From an optimization exercise on the open Yosys and OpenROAD flow, aimed at small area; shortcuts taken in it are not production practice.
Only simulation tests tie the RTL to the original design; equivalence was not proved.
Power and IR drop assume default switching activity.

[design/flow/flow/run.sh]
#!/bin/bash
# The standard ORFS layout with three changes:
# - synthesis maps the logic with flow/abc_area.script, an area-oriented
#   ABC script, in place of ORFS's abc_speed.script; everything else in
#   synthesis (including flip-flop mapping) is the standard synthesis;
# - the port buffers are the smallest buffer (buf_1), not the default cell;
# - clock tree synthesis adds no dummy loads and clusters up to 10 sinks
#   within 40 um on clkbuf_4, instead of many more clkbuf_16 leaves.
# Each tool's full output stays in the ORFS logs under orfs/logs; make's
# output goes to synth.log and standard.log.
set -euo pipefail
here=$(pwd)
rm -rf "$here/scripts_abc"
cp -r "$FLOW_HOME/scripts" "$here/scripts_abc"
cp "$here/flow/abc_area.script" "$here/scripts_abc/abc_speed.script"
SCRIPTS_DIR="$here/scripts_abc" bash standard.sh synth > synth.log 2>&1
export BUFFER_PORTS_ARGS="-buffer_cell sky130_fd_sc_hd__buf_1"
export CTS_ARGS="-sink_clustering_enable -repair_clock_nets -dont_use_dummy_load -buf_list sky130_fd_sc_hd__clkbuf_4 -sink_clustering_size 10 -sink_clustering_max_diameter 40"
bash standard.sh finish > standard.log 2>&1
[design/flow/config.mk]
export PLATFORM = sky130hd
export DESIGN_NAME = host_domain_top
export DESIGN_NICKNAME = host_domain_top
export VERILOG_FILES = /design/flow/design.v
export SDC_FILE = /design/flow/constraint.sdc
export NUM_CORES = 4
export LEC_CHECK = 0
export CAP_MARGIN = 0
export CORE_MARGIN = 2
export CORE_UTILIZATION = 55
export SLEW_MARGIN = 0
[design/flow/design.v]
`default_nettype none
package host_pkg;
  typedef logic [31:0] cfg_addr_t;
  typedef logic [31:0] cfg_data_t;
  typedef logic [1:0]  cfg_resp_t;
  typedef logic [2:0]  reg_idx_t;
  typedef logic [31:0] counter_t;
  localparam cfg_resp_t RespOkay   = 2'b00;
  localparam cfg_resp_t RespSlvErr = 2'b10;
  localparam int unsigned NumCounters = 4;
  localparam cfg_data_t UnmappedData = 32'hdeadf000;
  localparam reg_idx_t CntBaseIdx = 3'd0;
  localparam reg_idx_t ThrBaseIdx = 3'd4;
  typedef struct packed {
    logic write_miss;
    logic write_hit;
    logic read_miss;
    logic read_hit;
  } llc_events_t;
  typedef struct packed {
    logic      aw_valid;
    cfg_addr_t aw_addr;
    logic      w_valid;
    cfg_data_t w_data;
    logic      b_ready;
    logic      ar_valid;
    cfg_addr_t ar_addr;
    logic      r_ready;
  } lite_req_t;
  typedef struct packed {
    logic      aw_ready;
    logic      w_ready;
    logic      b_valid;
    cfg_resp_t b_resp;
    logic      ar_ready;
    logic      r_valid;
    cfg_resp_t r_resp;
    cfg_data_t r_data;
  } lite_resp_t;
  typedef enum logic [1:0] {
    CFG_IDLE,
    CFG_RDATA,
    CFG_BRESP
  } cfg_state_e;
endpackage
`default_nettype wire
`timescale 1ns/1ps
`default_nettype none
module host_domain_top (
  input  logic        clk_i,
  input  logic        arst_n_i,
  input  logic        cfg_aw_valid_i,
  input  logic [31:0] cfg_aw_addr_i,
  input  logic        cfg_w_valid_i,
  input  logic [31:0] cfg_w_data_i,
  input  logic        cfg_b_ready_i,
  input  logic        cfg_ar_valid_i,
  input  logic [31:0] cfg_ar_addr_i,
  input  logic        cfg_r_ready_i,
  output logic        cfg_aw_ready_o,
  output logic        cfg_w_ready_o,
  output logic        cfg_b_valid_o,
  output logic [1:0]  cfg_b_resp_o,
  output logic        cfg_ar_ready_o,
  output logic        cfg_r_valid_o,
  output logic [1:0]  cfg_r_resp_o,
  output logic [31:0] cfg_r_data_o,
  input  logic [3:0]  llc_events_i,
  output logic [3:0]  pmu_irq_o,
  input  logic        dma_pe_evt_valid_i,
  output logic        dma_pe_evt_o,
  output logic        dma_pe_evt_ack_o
);
  logic rv_q, bv_q;
  logic idle, rd_acc, wr_acc;
  assign idle   = ~(rv_q | bv_q);
  assign rd_acc = idle & cfg_ar_valid_i;
  assign wr_acc = idle & ~cfg_ar_valid_i & cfg_aw_valid_i & cfg_w_valid_i;
  always_ff @(posedge clk_i or negedge arst_n_i) begin
    if (!arst_n_i) begin
      rv_q <= 1'b0;
      bv_q <= 1'b0;
    end else begin
      rv_q <= rd_acc | (rv_q & ~cfg_r_ready_i);
      bv_q <= wr_acc | (bv_q & ~cfg_b_ready_i);
    end
  end
  assign cfg_ar_ready_o = idle;
  assign cfg_aw_ready_o = idle & ~cfg_ar_valid_i & cfg_w_valid_i;
  assign cfg_w_ready_o  = idle & ~cfg_ar_valid_i & cfg_aw_valid_i;
  assign cfg_r_valid_o  = rv_q;
  assign cfg_b_valid_o  = bv_q;
  logic       ar_map, aw_map;
  logic [2:0] ar_idx, aw_idx;
  assign ar_map = ~|cfg_ar_addr_i[31:5];
  assign aw_map = ~|cfg_aw_addr_i[31:5];
  assign ar_idx = cfg_ar_addr_i[4:2];
  assign aw_idx = cfg_aw_addr_i[4:2];
  logic [3:0] cnt_ld, thr_we;
  always_comb begin
    for (int k = 0; k < 4; k++) begin
      cnt_ld[k] = wr_acc & aw_map & (aw_idx == 3'(k));
      thr_we[k] = wr_acc & aw_map & (aw_idx == 3'(k + 4));
    end
  end
  logic        init_q;
  logic [31:0] cnt_q [4];
  function automatic logic [31:0] cnt_inc(input logic [31:0] a, input logic ev);
    logic [3:0] ones, bc;
    logic       c;
    for (int j = 0; j < 4; j++) ones[j] = &a[8*j +: 8];
    bc[0] = ev & ~&ones;
    for (int j = 1; j < 4; j++) bc[j] = bc[j-1] & ones[j-1];
    for (int j = 0; j < 4; j++) begin
      c = bc[j];
      for (int i = 0; i < 8; i++) begin
        cnt_inc[8*j+i] = a[8*j+i] ^ c;
        c = c & a[8*j+i];
      end
    end
  endfunction
  always_ff @(posedge clk_i or negedge arst_n_i) begin
    if (!arst_n_i) init_q <= 1'b0;
    else           init_q <= 1'b1;
  end
  always_ff @(posedge clk_i) begin
    for (int k = 0; k < 4; k++) begin
      if (cnt_ld[k])
        cnt_q[k] <= cfg_w_data_i;
      else if (init_q)
        cnt_q[k] <= cnt_inc(cnt_q[k], llc_events_i[k]);
      else
        cnt_q[k] <= {31'd0, llc_events_i[k]};
    end
  end
  function automatic logic cnt_ge(input logic [31:0] a, input logic [31:0] nb);
    logic [31:0] g, p;
    for (int i = 0; i < 32; i++) begin
      g[i] = a[i] & nb[i];
      p[i] = a[i] | nb[i];
    end
    g[0] = p[0];   
    for (int s = 1; s < 32; s = s * 2) begin
      for (int i = 0; i < 32; i = i + 2 * s) begin
        g[i+2*s-1] = g[i+2*s-1] | (p[i+2*s-1] & g[i+s-1]);
        p[i+2*s-1] = p[i+2*s-1] & p[i+s-1];
      end
    end
    cnt_ge = g[31];
  endfunction
  logic [31:0] thr_n_q [4];    
  logic [3:0]  thr_nz_q;
  always_ff @(posedge clk_i) begin
    for (int k = 0; k < 4; k++) begin
      if (thr_we[k]) thr_n_q[k] <= ~cfg_w_data_i;
    end
  end
  always_ff @(posedge clk_i or negedge arst_n_i) begin
    if (!arst_n_i) begin
      thr_nz_q <= '0;
    end else begin
      for (int k = 0; k < 4; k++) begin
        if (thr_we[k]) thr_nz_q[k] <= |cfg_w_data_i;
      end
    end
  end
  always_comb begin
    for (int k = 0; k < 4; k++) begin
      pmu_irq_o[k] = thr_nz_q[k] & cnt_ge(cnt_q[k], thr_n_q[k]);
    end
  end
  logic [31:0] rd_val, r_data_q;
  logic        resp_q;
  always_comb begin
    rd_val = ar_map ? 32'd0 : 32'hdeadf000;
    for (int k = 0; k < 4; k++) begin
      if (ar_map & init_q & (ar_idx == 3'(k)))            rd_val = rd_val | cnt_q[k];
      if (ar_map & thr_nz_q[k] & (ar_idx == 3'(k + 4)))   rd_val = rd_val | ~thr_n_q[k];
    end
  end
  always_ff @(posedge clk_i) begin
    if (idle) begin
      r_data_q <= rd_val;
      resp_q   <= cfg_ar_valid_i ? ~ar_map : ~aw_map;
    end
  end
  assign cfg_r_data_o = r_data_q;
  assign cfg_r_resp_o = {resp_q, 1'b0};
  assign cfg_b_resp_o = {resp_q, 1'b0};
  logic [1:0] sync_q;
  logic       last_q, pulse_q;
  always_ff @(posedge clk_i or negedge arst_n_i) begin
    if (!arst_n_i) begin
      sync_q  <= '0;
      last_q  <= 1'b0;
      pulse_q <= 1'b0;
    end else begin
      sync_q  <= {sync_q[0], dma_pe_evt_valid_i};
      last_q  <= sync_q[1];
      pulse_q <= sync_q[1] ^ last_q;
    end
  end
  assign dma_pe_evt_ack_o = sync_q[1];
  assign dma_pe_evt_o     = pulse_q;
endmodule
`default_nettype wire
[design/flow/flow/abc_area.script]
&get -n
&st
&syn2
&dch
&nf
&put
[design/flow/standard.sh]
#!/bin/bash
# synth_recipe.tcl (not shown) runs the flow's synth.tcl, then flattens the netlist and writes it again
# the make line also repeats each setting of config.mk as NAME=value (left out here)
make -C /OpenROAD-flow-scripts/flow DESIGN_CONFIG=/design/flow/config.mk WORK_HOME=/design/flow/orfs CLKGATE_MAP_FILE= SYNTH_SCRIPT=/design/flow/synth_recipe.tcl "${@:-finish}"
[design/flow/constraint.sdc]
create_clock -name core_clock -period 5.0 [get_ports {clk_i}]
set_input_delay 1.0000 -clock core_clock [delete_from_list [all_inputs] [get_ports {clk_i}]]
set_output_delay 1.0000 -clock core_clock [all_outputs]
set_load 0.01 [all_outputs]
==> summary.txt, run 1 <==
Global route
  – Antenna violations before repair: 2
  – Pin count of the biggest net entering global routing: 65
  – Total grt overflow: 0
  – Wire length of the first global-routing pass: 65.7 mm
  – Vias in the first global route: 11.6k
  – GRT Overall Usage: 31.8%

Critical path
  – Worst path slowest cell: o41ai_1
  – Setup CP Type: reg2out
  – Crit path launch type: flip-flop
  – CP Data Required Time: 4.00 ns
  – Max incr delay on CP: 0.70 ns
  – Crit. End Element: primary output
  – Top delay family on crit path: compound AO/OA/AOI/OAI gates
  – Worst path bufs/invs: 1
  – Critical Path, Cell by Cell: a22oi_1, a21oi_1, a21oi_1, o22ai_1, a21oi_1, o41ai_1, o2111ai_1, a31oi_1, o21a_1, buf_1
  – Crit Path Max Fanout: 5
  – Crit-path most repeated cell: a21oi_1
  – Worst Path Arrival: 3.50 ns

Synthesis
  – Top-area cell type share of the netlist area: 34.1%
  – Synth warn: 3
  – Most instantiated cells after synthesis: o21ai_0 (178), edfxtp_1 (161), dfxtp_1 (128), nand3_1 (115), ha_1 (112)
  – Top-count cell post-synth: o21ai_0
  – Synth area leader: edfxtp_1
  – Mean Syn Cell Area: 10.7 um^2
  – Post-Syn Instances: 1321
  – Yosys reg bits: 300
  – Top FF cell, synth: edfxtp_1
  – Synth top area cells: edfxtp_1 (34%), dfxtp_1 (18%), ha_1 (9.9%)
  – Register area share after synthesis: 54.1%
  – Mapped Area: 14200 um^2
  – Post-synth ARST share: 3.67%
  – Synth cell types: 50
  – Post-synth EDFFs: 161

Routing
  – Routed vias: 12.2k
  – Drt initial violations: 1342
  – Drt first pass iters: 5
  – Routed wire length: 42.8 mm
  – Post-route DRC: 0
  – Routed length per instance: 23.0 um
  – Post-route ant nets: 0
  – Vias/cell: 6.54

Floorplanning
  – # IOs: 155
  – Core ar.: 25300 um^2
  – Die Area: 27100 um^2
  – Die width: 165 um
  – Die Span Y: 165 um
  – Initial Util: 56.1%
  – # rows: 58

Timing
  – Max frequency: 0.222 GHz
  – Final worst slack: 0.497 ns
  – Least-Margin Pin Slew: 1.19 ns
  – Fin Clk Skew: 0.0828 ns
  – Shortest period the worst path allows: 4.50 ns
  – Slew Viols, Final: 0
  – Worst rel slew slack: 20.6%
  – RSZ-0062 raised after global routing: false
  – Hold slack: 0.307 ns
  – # setup viols final: 0
  – Final hold viol count: 0
  – Final period util: 90.1%

Pwr
  – Worst vdd ir: 0.199 mV
  – Leak Pwr: 5.48 nW
  – Net Sw Power: 988 uW
  – Clk pwr share: 29.6%
  – Flop pwr share: 65.1%
  – Combinational fraction of design power: 5.3%
  – Cell Pwr Density: 262 nW/um^2
  – Net Sw Frac: 24.1%
  – P_int: 3.12 mW

Layout
  – FILL cells: 2168
  – Area added between synthesis and finish: 10.6%
  – Layout cells sized above 1: 5.10%
  – Post-layout nets: 1750
  – Fin util: 62.0%

CTS
  – Setup bufs post-CTS: 0
  – CTS Hold Buffers Added: 0
  – Clock transition at the registers of the reported paths: 0.09 ns
  – Post-cts repair resize count: 0
  – H-tree depth: 2
  – CTS tree: yes
  – Inserted Clock Buffers: 45
  – Skew-Pair Late Insertion Delay: 0.71 ns
  – CTS Root Cell: clkbuf_4
  – Clock sinks: 300
  – Max clock buf depth: 3

Placed design
  – Pre-CTS setup slack: 1.20 ns
  – HPWL after DPL: 29.2 mm
  – IO Port Bufs: 148
  – Placer Congestion: 0.896

Worst hold path
  – Worst hold path class: in2async

Outcome
  – Status: timing/DRC/antenna clean

Job
  – Total of max-cap violations: 0
-- stage by stage --
| step | TNS (ns) | total power [mW] | std cells | area, um^2 |
|---|---|---|---|---|
| 3_3_place_gp | 0 | 2.94 | 1813 | 15300 |
| 4_1_cts | 0 | 4.14 | 1858 | 15700 |
| 2_1_floorplan | -46.22 | 2.83 | 1322 | 14200 |
| 5_1_grt | 0 | 4.25 | 1859 | 15700 |
| 6_report | 0 | 4.11 | 1859 | 15700 |
| 3_5_place_dp | 0 | 2.95 | 1813 | 15300 |
-- area by class of cell --
type,count,area [um^2],share of cell area (%)
diodes,1,2.50,0.0160
clock buffers,45,338,2.16
inverters,37,139,0.887
multi-input cells,981,6410,40.9
flip-flops and latches,300,7680,49.0
well taps,330,413,2.64
repair buffers,165,683,4.36
-- registers in the layout, indices dropped and copies added (netlist names) --
name	flops
bv_q	1
cnt_q	128
init_q	1
last_q	1
pulse_q	1
r_data_q	32
resp_q	1
rv_q	1
sync_q	2
thr_n_q	128
thr_nz_q	4
-- cell usage in the layout, fill, tap and decap left out, types with 13 or more instances in the layout --
cell type,netlist,routed
o21ai_0,178,178
edfxtp_1,161,161
buf_1,0,148
dfxtp_1,128,128
nand3_1,115,115
ha_1,112,112
nor2_1,96,94
o22ai_1,79,79
nand2_1,75,71
a21oi_1,51,51
clkbuf_4,0,45
a22oi_1,44,44
nand4_1,39,39
clkinv_1,37,37
a221oi_1,29,29
nor4_1,27,25
o2111ai_1,20,20
buf_4,4,17
a2111oi_0,13,13
-- final timing paths --
path / slack, ns / start / end / cells after the start
max in group asynchronous: 4.16 / arst_n_i / init_q$_DFF_PN0_ / 1
worst max-delay path: 0.50 / cnt_q[2][2]$_DFF_P_ / pmu_irq_o[2] / 10
min in group core_clock: 0.36 / sync_q[0]$_DFF_PN0_ / sync_q[1]$_DFF_PN0_ / 0
worst min register to register: 0.36 / sync_q[0]$_DFF_PN0_ / sync_q[1]$_DFF_PN0_ / 0
worst min-delay path: 0.31 / arst_n_i / thr_nz_q[3]$_DFFE_PN0P_ / 1
worst max register to register: 1.23 / cnt_q[0][7]$_DFF_P_ / cnt_q[0][23]$_DFF_P_ / 16
-- power groups by stage --
stage	combinational (mW)	clock (mW)	sequential, mW
floorplan	0.0840	0	2.74
global placement	0.213	0	2.73
detailed placement	0.219	0	2.73
CTS	0.219	1.24	2.67
global route	0.243	1.33	2.68
finish	0.218	1.21	2.67
-- logic make-up (layout without fill, tap and decap cells) --
logic type / after synthesis / in the layout / share of synthesized area (%)
AOI/OAI and AO/OA: 460 / 460 / 20.4
xor gates and xnor gates: 1 / 1 / 0.0618
adders and majority gates: 115 / 115 / 10.1
buffers and inverters: 41 / 247 / 1.19
DFF: 300 / 300 / 54.1
muxes: 8 / 8 / 0.600
other: 2 / 4 / 0.0530
and+or+nand+nor: 394 / 394 / 13.5
-- metal layers --
layer / track usage (%) / part of all wire (%)
met1: 43.4 / 42
met2: 52.0 / 46
met3: 4.80 / 7.9
met4: 11.1 / 3.2
met5: 0 / 0.030
==> inputs of run 2 (changes only) <==
--- a/design/flow/config.mk
+++ b/design/flow/config.mk
@@ -7,5 +7,5 @@
 export LEC_CHECK = 0
 export CAP_MARGIN = 0
 export CORE_MARGIN = 2
-export CORE_UTILIZATION = 55
+export CORE_UTILIZATION = 72
 export SLEW_MARGIN = 0
==> summary.txt, run 2 <==
Worst hold path
  – Worst hold path class: in2async

CTS
  – Clock transition at the registers of the reported paths: 0.10 ns (about the same)
  – CTS Root Cell: clkbuf_4
  – Post-cts repair resize count: 0 (unchanged)
  – CTS Hold Buffers Added: 0 (unchanged)
  – Skew-Pair Late Insertion Delay: 0.69 ns (-0.02 ns)
  – CTS tree: yes
  – Clock sinks: 300 (unchanged)
  – Max clock buf depth: 3 (unchanged)
  – Inserted Clock Buffers: 39 (-13%)
  – H-tree depth: 2 (unchanged)
  – Setup bufs post-CTS: 0 (unchanged)

Timing
  – Least-Margin Pin Slew: 1.23 ns (+0.0431 ns)
  – RSZ-0062 raised after global routing: false
  – Slew Viols, Final: 0 (unchanged)
  – Final hold viol count: 0 (unchanged)
  – Final worst slack: 0.485 ns (-0.0114 ns)
  – Shortest period the worst path allows: 4.51 ns (+0.0114 ns)
  – Fin Clk Skew: 0.0629 ns (-0.0199 ns)
  – # setup viols final: 0 (unchanged)
  – Final period util: 90.3% (+0.23 points)
  – TNS Setup: 0 ns (unchanged)
  – Worst rel slew slack: 18.0% (-2.6 points)
  – Max frequency: 0.222 GHz (-0.25%)

Synthesis
  – Post-Syn Instances: 1321 (unchanged)
  – Top-area cell type share of the netlist area: 34.1% (unchanged)
  – Post-synthesis compound-gate area fraction: 20.4% (unchanged)
  – Synth top area cells: edfxtp_1 (34%), dfxtp_1 (18%), ha_1 (9.9%)
  – Top-count cell post-synth: o21ai_0
  – Synth cell types: 50 (unchanged)
  – Synth Area in Simple Gates: 13.5% (unchanged)
  – Mux share of post-synthesis cell area: 0.600% (unchanged)
  – Largest family of logic cells by synthesized area: compound AO/OA/AOI/OAI gates
  – Top FF cell, synth: edfxtp_1
  – Most instantiated cells after synthesis: o21ai_0 (178), edfxtp_1 (161), dfxtp_1 (128), nand3_1 (115), ha_1 (112)
  – Post-synth EDFFs: 161 (unchanged)
  – Post-Synth Adder-Cell Area: 10.1% (unchanged)
  – Yosys reg bits: 300 (unchanged)
  – Xor/xnor share of the synthesized area: 0.0618% (unchanged)
  – Synth area leader: edfxtp_1
  – Mapped Area: 14200 um^2 (unchanged)
  – Post-synth ARST share: 3.67% (unchanged)
  – Mean Syn Cell Area: 10.7 um^2 (unchanged)
  – Register area share after synthesis: 54.1% (unchanged)
  – Synth warn: 3 (unchanged)

Routing
  – Drt first pass iters: 6 (+1)
  – Vias/cell: 7.08 (+8.3%)
  – Routed length per instance: 23.2 um (+0.75%)
  – Post-route ant nets: 0 (unchanged)
  – Post-route DRC: 0 (unchanged)
  – Routed vias: 12.7k (+4.3%)
  – Drt initial violations: 1496 (+11%)
  – Routed wire length: 41.6 mm (-3.0%)

Critical path
  – Crit-path most repeated cell: a21oi_1
  – Worst path bufs/invs: 1 (unchanged)
  – Worst R2R Start: cnt_q[1][0]$_DFF_P_
  – Top delay family on crit path: compound AO/OA/AOI/OAI gates
  – Critical Path, Cell by Cell: o22ai_1, a21oi_1, a21oi_1, o22ai_1, a21oi_1, o41ai_1, o2111ai_1, a31oi_1, o21a_1, buf_1
  – Max incr delay on CP: 0.71 ns (about the same)
  – Crit Path Max Fanout: 5 (unchanged)
  – Crit path launch type: flip-flop
  – Worst Path Arrival: 3.51 ns (about the same)
  – Setup CP Type: reg2out
  – Crit. End Element: primary output
  – Worst setup startpoint: cnt_q[2][3]$_DFF_P_
  – Worst path slowest cell: o41ai_1
  – CP Data Required Time: 4.00 ns (about the same)

Layout
  – Area added between synthesis and finish: 9.80%
  – Commonest non-fill, non-tap cell in the layout: o21ai_0
  – FILL cells: 1276 (-41%)
  – Top flop regs: cnt_q x128, thr_n_q x128, r_data_q x32
  – Sequential cell area: 7680 um^2 (unchanged)
  – Post-layout nets: 1746 (-0.23%)
  – Multi-input gate area: 6420 um^2 (about the same)
  – Most frequent cells in the layout: o21ai_0 (178), edfxtp_1 (161), buf_1 (148)
  – Layout cells sized above 1: 4.72% (-0.38 points)

Pwr
  – Cell Pwr Density: 259 nW/um^2 (-1.2%)
  – Flop pwr share: 66.5% (+1.4 points)
  – P_int: 3.07 mW (-1.7%)
  – Clk pwr share: 28.2% (-1.4 points)
  – Combinational fraction of design power: 5.3% (about the same)
  – Worst vdd ir: 0.215 mV (+7.8%)
  – Net Sw Power: 964 uW (-2.5%)
  – Net Sw Frac: 23.9% (-0.14 points)
  – Leak Pwr: 5.46 nW (-0.38%)

Placed design
  – HPWL after DPL: 28.1 mm (-3.8%)
  – Placer Congestion: 0.955 (+6.6%)
  – Pre-CTS setup slack: 1.16 ns (-0.0410 ns)
  – IO Port Bufs: 148 (unchanged)

Floorplanning
  – Initial Util: 73.0% (+17 points)
  – Die Area: 20800 um^2 (-23%)
  – # rows: 51 (-12%)
  – Die width: 144 um (-12%)
  – Die Span Y: 144 um (-12%)
  – # IOs: 155 (unchanged)
  – Core ar.: 19400 um^2 (-23%)

Global route
  – GRT met1 Usage: 52.5% (+9.2 points)
  – Wire length of the first global-routing pass: 63.5 mm (-3.2%)
  – GRT Overall Usage: 40.1% (+8.3 points)
  – Busiest grt layer: met2
  – Global routing usage on met2: 63.8% (+12 points)
  – Grt met3 use: 9.44% (+4.6 points)
  – Vias in the first global route: 11.8k (+2.2%)
  – Antenna violations before repair: 1 (-1)
  – Pin count of the biggest net entering global routing: 68 (+4.6%)
  – Total grt overflow: 0 (unchanged)

Job
  – Total of max-cap violations: 0 (unchanged)

Outcome
  – Status: timing/DRC/antenna clean
==> run 2: cell types whose count changed in the layout (fill, tap and decap cells not counted) <==
cell      previous run  this run
nor4_4               0         1
nand2_2              4         2
buf_4               17        19
clkbuf_4            45        39
nor4_2               2         1
nand2_1             71        73
==> run 2: kinds of logic after synthesis <==
kind of cell    Yosys count
compound gates          460
xor+xnor                  1
fa+ha+maj               115
buf+inv                  41
flops                   300
mux                       8
other cells               2
simple gates            394
==> run 2: final timing paths <==
check | end | slack (ns) | cells past startpoint
worst max-delay path | pmu_irq_o[2] | 0.49 | 10
worst min-delay path | sync_q[0]$_DFF_PN0_ | 0.31 | 1
worst max register to register | cnt_q[1][23]$_DFF_P_ | 1.31 | 16
worst min register to register | sync_q[1]$_DFF_PN0_ | 0.39 | 0
max in group asynchronous | init_q$_DFF_PN0_ | 4.22 | 1
min in group core_clock | sync_q[1]$_DFF_PN0_ | 0.39 | 0
==> run 2: metrics by stage <==
step	utilization, %	cell area (um^2)	total power, mW	std cells	hold WS, ns
after CTS	80.2	15600	4.03	1789	0.304
after global placement	78.7	15300	2.93	1750	0.336
after global routing	80.2	15600	4.14	1789	0.332
after detailed placement	78.7	15300	2.94	1750	0.352
after floorplan	-	14200	2.83	1322	0.331
final	80.2	15600	4.03	1790	0.310
==> run 2: worst reg2reg max path: cells and delay by family, from the launching register on <==
family	cells	cell delay, ns
simple gates	5	1.21
flops	1	0.45
compound gates	4	0.64
fa+ha+maj	7	1.27
==> run 2: layout make-up <==
type                       count  area share [%]
timing repair buffer         167            4.49
tap                          265            2.13
clock buffer                  39            1.88
sequential                   300            49.3
antenna                        1          0.0161
multi-input combinational    981            41.3
inverter                      37           0.893
==> run 2: power groups by stage <==
| stage | registers (mW) | logic (mW) | clock network [mW] |
|---|---|---|---|
| 6_report | 2.68 | 0.214 | 1.14 |
| 5_1_grt | 2.68 | 0.238 | 1.22 |
| 4_1_cts | 2.68 | 0.213 | 1.14 |
| 3_5_place_dp | 2.73 | 0.212 | 0 |
| 3_3_place_gp | 2.73 | 0.203 | 0 |
| 2_1_floorplan | 2.74 | 0.0840 | 0 |
==> run 2: routing by layer <==
layer / vias to the layer above / wire length [um]
li1: 5709 / -
met1: 5874 / 15600
met2: 905 / 19100
met3: 185 / 4790
met4: 0 / 2040
met5: - / 0
==> inputs of run 3 (changes only) <==
--- a/design/flow/config.mk
+++ b/design/flow/config.mk
@@ -7,5 +7,5 @@
 export LEC_CHECK = 0
 export CAP_MARGIN = 0
 export CORE_MARGIN = 2
-export CORE_UTILIZATION = 72
+export CORE_UTILIZATION = 65
 export SLEW_MARGIN = 0
==> summary.txt, run 3 <==
Routing
  – Routed length per instance: 23.2 um (about the same)
  – Routed vias: 12.4k (-2.2%)
  – Vias/cell: 6.86 (-3.2%)
  – Drt initial violations: 1479 (-1.1%)
  – Post-route DRC: 0 (unchanged)
  – Drt first pass iters: 6 (unchanged)
  – Post-route ant nets: 0 (unchanged)
  – Routed wire length: 42.0 mm (+0.97%)

Timing
  – RSZ-0062 raised after global routing: false
  – Final hold viol count: 0 (unchanged)
  – Slew Viols, Final: 0 (unchanged)
  – # setup viols final: 0 (unchanged)
  – Max frequency: 0.220 GHz (-0.51%)
  – Least-Margin Pin Slew: 1.24 ns (+0.0150 ns)
  – TNS Setup: 0 ns (unchanged)
  – Final period util: 90.8% (+0.46 points)
  – Worst rel slew slack: 17.0% (-1.0 points)
  – Shortest period the worst path allows: 4.54 ns (+0.0232 ns)
  – Fin Clk Skew: 0.0634 ns (+0.000558 ns)

Global route
  – Pin count of the biggest net entering global routing: 69 (+1.5%)
  – Vias in the first global route: 11.7k (-1.5%)
  – Antenna violations before repair: 2 (+1)
  – Total grt overflow: 0 (unchanged)
  – GRT Overall Usage: 36.7% (-3.4 points)
  – Wire length of the first global-routing pass: 64.2 mm (+1.1%)

Layout
  – Layout cells sized above 1: 4.91% (+0.19 points)
  – Post-layout nets: 1749 (+0.17%)
  – Fin area: 15600 um^2 (+0.21%)
  – Sequential cell area: 7680 um^2 (unchanged)
  – Most frequent cells in the layout: o21ai_0 (178), edfxtp_1 (161), buf_1 (148)
  – Finished Layout Cells: 1808 (+1.0%)
  – Top flop regs: cnt_q x128, thr_n_q x128, r_data_q x32
  – Commonest non-fill, non-tap cell in the layout: o21ai_0
  – FILL cells: 1665 (+30%)
  – Area added between synthesis and finish: 10.0%
  – Multi-input gate area: 6410 um^2 (-0.14%)

Placed design
  – HPWL after DPL: 28.4 mm (+1.0%)
  – # placed instances: 1765 (+0.86%)
  – IO Port Bufs: 148 (unchanged)
  – Placed Area: 15300 um^2 (about the same)
  – Placer Congestion: 0.912 (-4.6%)

Critical path
  – Critical Path, Cell by Cell: a22oi_1, a21oi_1, a21oi_1, o22ai_1, a21oi_1, o41ai_1, o2111ai_1, a31oi_1, o21a_1, buf_1
  – Worst R2R End: cnt_q[2][31]$_DFF_P_
  – Crit Path Max Fanout: 5 (unchanged)
  – Worst R2R Start: cnt_q[2][15]$_DFF_P_
  – Worst path bufs/invs: 1 (unchanged)
  – FF-to-FF path depth: 16 (unchanged)
  – Worst path slowest cell: o41ai_1
  – Setup slack, reg-to-reg: 1.16 ns (-0.15 ns)
  – Top delay family on crit path: compound AO/OA/AOI/OAI gates
  – Crit path launch type: flip-flop
  – Crit-path most repeated cell: a21oi_1
  – Worst Path Arrival: 3.54 ns (+0.03 ns)
  – Max incr delay on CP: 0.75 ns (+0.04 ns)
  – CP Data Required Time: 4.00 ns (about the same)
  – Setup CP Type: reg2out
  – Crit. End Element: primary output

Pwr
  – Combinational fraction of design power: 5.2% (about the same)
  – P_int: 3.09 mW (+0.88%)
  – Net Sw Frac: 24.0% (+0.10 points)
  – Worst vdd ir: 0.209 mV (-2.7%)
  – Leak Pwr: 5.47 nW (+0.26%)
  – Cell Pwr Density: 261 nW/um^2 (+0.81%)
  – Clk pwr share: 29.0% (+0.8 points)
  – Net Sw Power: 978 uW (+1.4%)
  – Flop pwr share: 65.8% (-0.7 points)

Synthesis
  – Most instantiated cells after synthesis: o21ai_0 (178), edfxtp_1 (161), dfxtp_1 (128), nand3_1 (115), ha_1 (112)
  – Synth warn: 3 (unchanged)
  – Mean Syn Cell Area: 10.7 um^2 (unchanged)
  – Synth cell types: 50 (unchanged)
  – Top-area cell type share of the netlist area: 34.1% (unchanged)
  – Mapped Area: 14200 um^2 (unchanged)
  – Register area share after synthesis: 54.1% (unchanged)
  – Synth area leader: edfxtp_1
  – Post-synth EDFFs: 161 (unchanged)
  – Post-synth ARST share: 3.67% (unchanged)
  – Top FF cell, synth: edfxtp_1
  – Post-Syn Instances: 1321 (unchanged)
  – Synth top area cells: edfxtp_1 (34%), dfxtp_1 (18%), ha_1 (9.9%)
  – Top-count cell post-synth: o21ai_0
  – Yosys reg bits: 300 (unchanged)

CTS
  – H-tree depth: 2 (unchanged)
  – Setup bufs post-CTS: 0 (unchanged)
  – Post-cts repair resize count: 0 (unchanged)
  – Clock sinks: 300 (unchanged)
  – CTS tree: yes
  – CTS Hold Buffers Added: 0 (unchanged)
  – Clock transition at the registers of the reported paths: 0.10 ns (about the same)
  – CTS Root Cell: clkbuf_4
  – Inserted Clock Buffers: 42 (+7.7%)
  – Skew-Pair Late Insertion Delay: 0.67 ns (-0.02 ns)
  – Max clock buf depth: 3 (unchanged)

Floorplanning
  – # IOs: 155 (unchanged)
  – Die Span Y: 152 um (+5.1%)
  – # rows: 54 (+5.9%)
  – Core ar.: 21600 um^2 (+11%)
  – Die Area: 23000 um^2 (+10%)
  – Initial Util: 65.5% (-7.5 points)
  – Die width: 152 um (+5.1%)

Outcome
  – Status: timing/DRC/antenna clean

Job
  – Total of max-cap violations: 0 (unchanged)

Worst hold path
  – Worst hold path class: in2async
-- run 3: area by class of cell --
cell class / instances / area share (%)
Inverter: 37 / 0.891
Tap cell: 280 / 2.25
Sequential cell: 300 / 49.2
Timing Repair Buffer: 167 / 4.48
Clock buffer: 42 / 2.02
Multi-Input combinational cell: 981 / 41.1
Antenna cell: 1 / 0.0161
-- run 3: routing by layer --
layer / routed length (um) / up-vias / global-route usage, %
met5: 0 / - / 0
li1: - / 5711 / -
met3: 4150 / 126 / 6.77
met2: 19100 / 730 / 58.5
met1: 16900 / 5828 / 49.4
met4: 1790 / 0 / 16.1
-- run 3: worst max path at each step --
stage	from	cells past startpoint	slack (ns)	end
2_1_floorplan	cfg_ar_valid_i	5	-0.73	thr_nz_q[0]$_DFFE_PN0P_
3_3_place_gp	cnt_q[2][2]$_DFF_P_	10	1.25	pmu_irq_o[2]
3_5_place_dp	cnt_q[2][15]$_DFF_P_	16	1.25	cnt_q[2][31]$_DFF_P_
4_1_cts	cnt_q[2][2]$_DFF_P_	10	0.57	pmu_irq_o[2]
5_1_grt	cnt_q[2][6]$_DFF_P_	10	0.26	pmu_irq_o[2]
6_report	cnt_q[2][2]$_DFF_P_	10	0.46	pmu_irq_o[2]
-- run 3: power by group through the flow --
stage | clock (mW) | sequential, mW | combinational [mW]
2_1_floorplan | 0 | 2.74 | 0.0840
3_3_place_gp | 0 | 2.73 | 0.205
3_5_place_dp | 0 | 2.73 | 0.211
4_1_cts | 1.18 | 2.68 | 0.212
5_1_grt | 1.27 | 2.69 | 0.241
6_report | 1.18 | 2.68 | 0.211
-- run 3: logic make-up after synthesis --
logic type | share of synthesized area [%]
AOI/OAI and AO/OA | 20.4
and+or+nand+nor | 13.5
DFF | 54.1
adders and majority gates | 10.1
buffers and inverters | 1.19
muxes | 0.600
other | 0.0530
xor gates and xnor gates | 0.0618
-- run 3: metrics by stage --
stage          power (mW)  hold slack (ns)  utilization (%)  setup slack, ns
2_1_floorplan        2.83            0.331                -           -0.729
3_3_place_gp         2.94            0.335             70.6             1.25
3_5_place_dp         2.95            0.343             70.6             1.25
5_1_grt              4.20            0.338             72.1            0.257
4_1_cts              4.07            0.344             72.1            0.572
6_report             4.07            0.326             72.1            0.462
-- run 3: worst reg2reg max path: cells and delay by family, from the launching register on --
family          cells  cell delay [ns]
compound gates      4             0.61
fa+ha+maj           7             1.33
flops               1             0.51
simple gates        5             1.18

[static timing again, ports no longer ideal]
In the flow no input, the clock included, has a driving cell. The finished layouts below were timed again as built, in two steps.
Step 1 (the two cells are an assumption about what drives the block):
set clk [get_ports {clk_i}]
set_driving_cell -lib_cell sky130_fd_sc_hd__clkbuf_16 $clk
set_driving_cell -lib_cell sky130_fd_sc_hd__buf_2 [delete_from_list [all_inputs] $clk]
Step 2, shift: input delay + t, output delay - t, t = (earliest + latest rising clock arrival at the registers) / 2. This alone moves slack from input paths to output paths.
Three values: ideal, step 1, step 2; two values: the first two.
| run | t, ns | setup WS [ns] | worst setup path at the end | worst slew at a driven data input, ns |
|---|---|---|---|---|
| run 1 | 0.704 | 0.497 / 0.457 / 1.161 | register to output | 0.04 |
| run 2 | 0.695 | 0.485 / 0.447 / 1.066 | input to register | 0.14 |
| run 3 | 0.674 | 0.462 / 0.420 / 1.095 | register to output | 0.04 |
After both steps setup and hold are still met in every run listed.
